Source: an optimization exercise on an open RTL-to-GDS flow (aim: small area and a short achievable clock period). Production flows keep margins and buffers that such runs may drop. Only simulation tests tie the RTL to the original design; equivalence was not proved.

## job 3022
## arith_encoder
module arith_encoder #(
  parameter int SYMBOL_WIDTH = 4
) (
  input  logic                    general_clk,
  input  logic                    reset,
  input  logic                    in_valid,
  input  logic [15:0]             fl,
  input  logic [15:0]             fh,
  input  logic [SYMBOL_WIDTH-1:0] symbol,
  input  logic [SYMBOL_WIDTH:0]   nsyms,
  input  logic                    bool_mode,
  output logic                    out_valid,
  output logic [15:0]             range_out,
  output logic [23:0]             low_out,
  output logic [4:0]              cnt_out,
  output logic [1:0]              bit_flag,
  output logic [15:0]             out_bit_1,
  output logic [15:0]             out_bit_2
);
Size in the first run: ~12000 um^2 of cells after synthesis.
Settings: LEC_CHECK=0, ABC_AREA=1, CAP_MARGIN=20, CORE_MARGIN=2, CORE_UTILIZATION=40, CTS_BUF_LIST=sky130_fd_sc_hd__clkbuf_8, SETUP_SLACK_MARGIN=3.0, SLEW_MARGIN=20, TNS_END_PERCENT=60; clock period 9.0 ns.
standard.sh (not shown) runs the stock make flow with config.mk's settings and CLKGATE_MAP_FILE= SYNTH_SCRIPT=/design/flow/synth_recipe.tcl, a recipe that flattens the netlist after the stock synthesis.
==> flow/flow/run.sh <==
#!/bin/bash
# The standard layout with three changes: synthesis skips the quick ABC pass
# inside Yosys's synth (the final ABC mapping still runs), adders use Yosys's
# Sklansky carry network instead of Kogge-Stone, and the ports get the
# smallest buffer instead of the delay buffer that buffer_ports picks by
# default. All output goes to run_standard.log in this folder; ORFS keeps its
# own logs under orfs/logs.
set -euo pipefail
export SYNTH_ARGS="-noabc"
export SYNTH_OPERATIONS_ARGS="-extra-map +/choices/sklansky.v"
export BUFFER_PORTS_ARGS="-buffer_cell sky130_fd_sc_hd__buf_1"
bash standard.sh > run_standard.log 2>&1
--- input diff job 3022..job 4097 ---
# job 3022
export LEC_CHECK = 0
export ABC_AREA = 1
export CAP_MARGIN = 20
export CORE_MARGIN = 2
export CORE_UTILIZATION = 40
export CTS_BUF_LIST = sky130_fd_sc_hd__clkbuf_8
export SETUP_SLACK_MARGIN = 3.0
export SLEW_MARGIN = 20
export TNS_END_PERCENT = 60
create_clock -name core_clock -period 9.0 [get_ports {general_clk}]
# job 4097
export LEC_CHECK = 0
export ABC_AREA = 1
export CAP_MARGIN = 20
export CORE_MARGIN = 2
export CORE_UTILIZATION = 40
export CTS_BUF_LIST = sky130_fd_sc_hd__clkbuf_8
export SETUP_SLACK_MARGIN = 2.8
export SLEW_MARGIN = 20
create_clock -name core_clock -period 9.0 [get_ports {general_clk}]
Notes after the runs:
For hold slack, job 4097 and job 3022 come out practically identical. The global routing usage summed across all routing layers on job 4097 is in line with that on job 3022. Delta(number of stages on the worst setup path, job 4097 - job 3022) > 0. Against job 3022, the final cell area of job 4097 is lower. Compared to job 3022, job 4097 has slack of the critical path 0.084 ns lower. Multi-input gate share of total cell area: job 4097 and job 3022 compared, lower one is job 3022.
diff inputs: job 4097 => job 6182
# job 4097
export LEC_CHECK = 0
export ABC_AREA = 1
export CAP_MARGIN = 20
export CORE_MARGIN = 2
export CORE_UTILIZATION = 40
export CTS_BUF_LIST = sky130_fd_sc_hd__clkbuf_8
export SETUP_SLACK_MARGIN = 2.8
export SLEW_MARGIN = 20
create_clock -name core_clock -period 9.0 [get_ports {general_clk}]
# job 6182
export LEC_CHECK = 0
export ABC_AREA = 1
export CAP_MARGIN = 20
export CORE_MARGIN = 2
export CORE_UTILIZATION = 40
export CTS_BUF_LIST = sky130_fd_sc_hd__clkbuf_8
export SETUP_SLACK_MARGIN = 3.2
export SLEW_MARGIN = 20
create_clock -name core_clock -period 9.0 [get_ports {general_clk}]
Findings:
Status: worst-case clock buffer depth parity (job 4097, job 6182)
Between job 4097 and job 6182, the sequential cell area is higher for job 6182.
Run comparison: job 4097 timing endpoint of the critical path u_stage_2.range_q[13]; job 6182 timing endpoint of the critical path u_stage_2.range_q[12]
From job 4097 to job 6182 the numbers moved as follows: wire length up about 3.6%; average wire per cell in the routed design up 2.2%.
Job 4097 → job 6182: depth of the critical timing path with buffers and inverters included now sits lower; detailed route wirelength on metal3 now sits higher; sequential share of cell area now sits lower.
[inputs] job 9290 vs job 6182
# job 6182
export LEC_CHECK = 0
export ABC_AREA = 1
export CAP_MARGIN = 20
export CORE_MARGIN = 2
export CORE_UTILIZATION = 40
export CTS_BUF_LIST = sky130_fd_sc_hd__clkbuf_8
export SETUP_SLACK_MARGIN = 3.2
export SLEW_MARGIN = 20
create_clock -name core_clock -period 9.0 [get_ports {general_clk}]
# job 9290
export LEC_CHECK = 0
export ABC_AREA = 1
export CAP_MARGIN = 20
export CORE_MARGIN = 2
export CORE_UTILIZATION = 40
export CTS_BUF_LIST = sky130_fd_sc_hd__clkbuf_8
export SETUP_SLACK_MARGIN = 3.0
export SLEW_MARGIN = 20
create_clock -name core_clock -period 9.0 [get_ports {general_clk}]
[summary]
[compare] base=job 6182 new=job 9290: first-pass GRT wire length went down; post-detailed-routing wire length went down.

==> what the ideal ports hide <==
The results above use ideal ports. As a check the final layouts listed here were re-extracted and re-timed, cells and wires unchanged.
Step 1 sets driving cells, clkbuf_16 on the clock port and buf_2 on the other inputs (assumed; they add their load-dependent delay and slew).
Step 2 adds t to the input delays and takes it off the output delays; t is the mean of the earliest and latest rising clock arrival at the registers after step 1. Input paths then give back, and output paths get back, about the clock's delay inside the block.
a / b / c = ideal ports / drivers / drivers and shift; a / b = the first two.
| run | t, ns | setup slack, ns | hold slack, ns | worst setup path after step 2 |
|---|---|---|---|---|
| job 3022 | 0.423 | 3.214 / 3.214 / 3.098 | 0.446 / 0.446 / 0.446 | input to register |
| job 4097 | 0.425 | 3.130 / 3.130 / 2.847 | 0.447 / 0.447 / 0.447 | input to register |
| job 6182 | 0.423 | 3.300 / 3.300 / 3.267 | 0.448 / 0.448 / 0.448 | input to register |
| job 9290 | 0.423 | 3.214 / 3.214 / 3.098 | 0.446 / 0.446 / 0.446 | input to register |
After both steps setup and hold are still met in every run listed. For job 4097, which loses most, drivers alone change the setup slack by 0.000 ns; drivers and shift together by -0.283 ns.
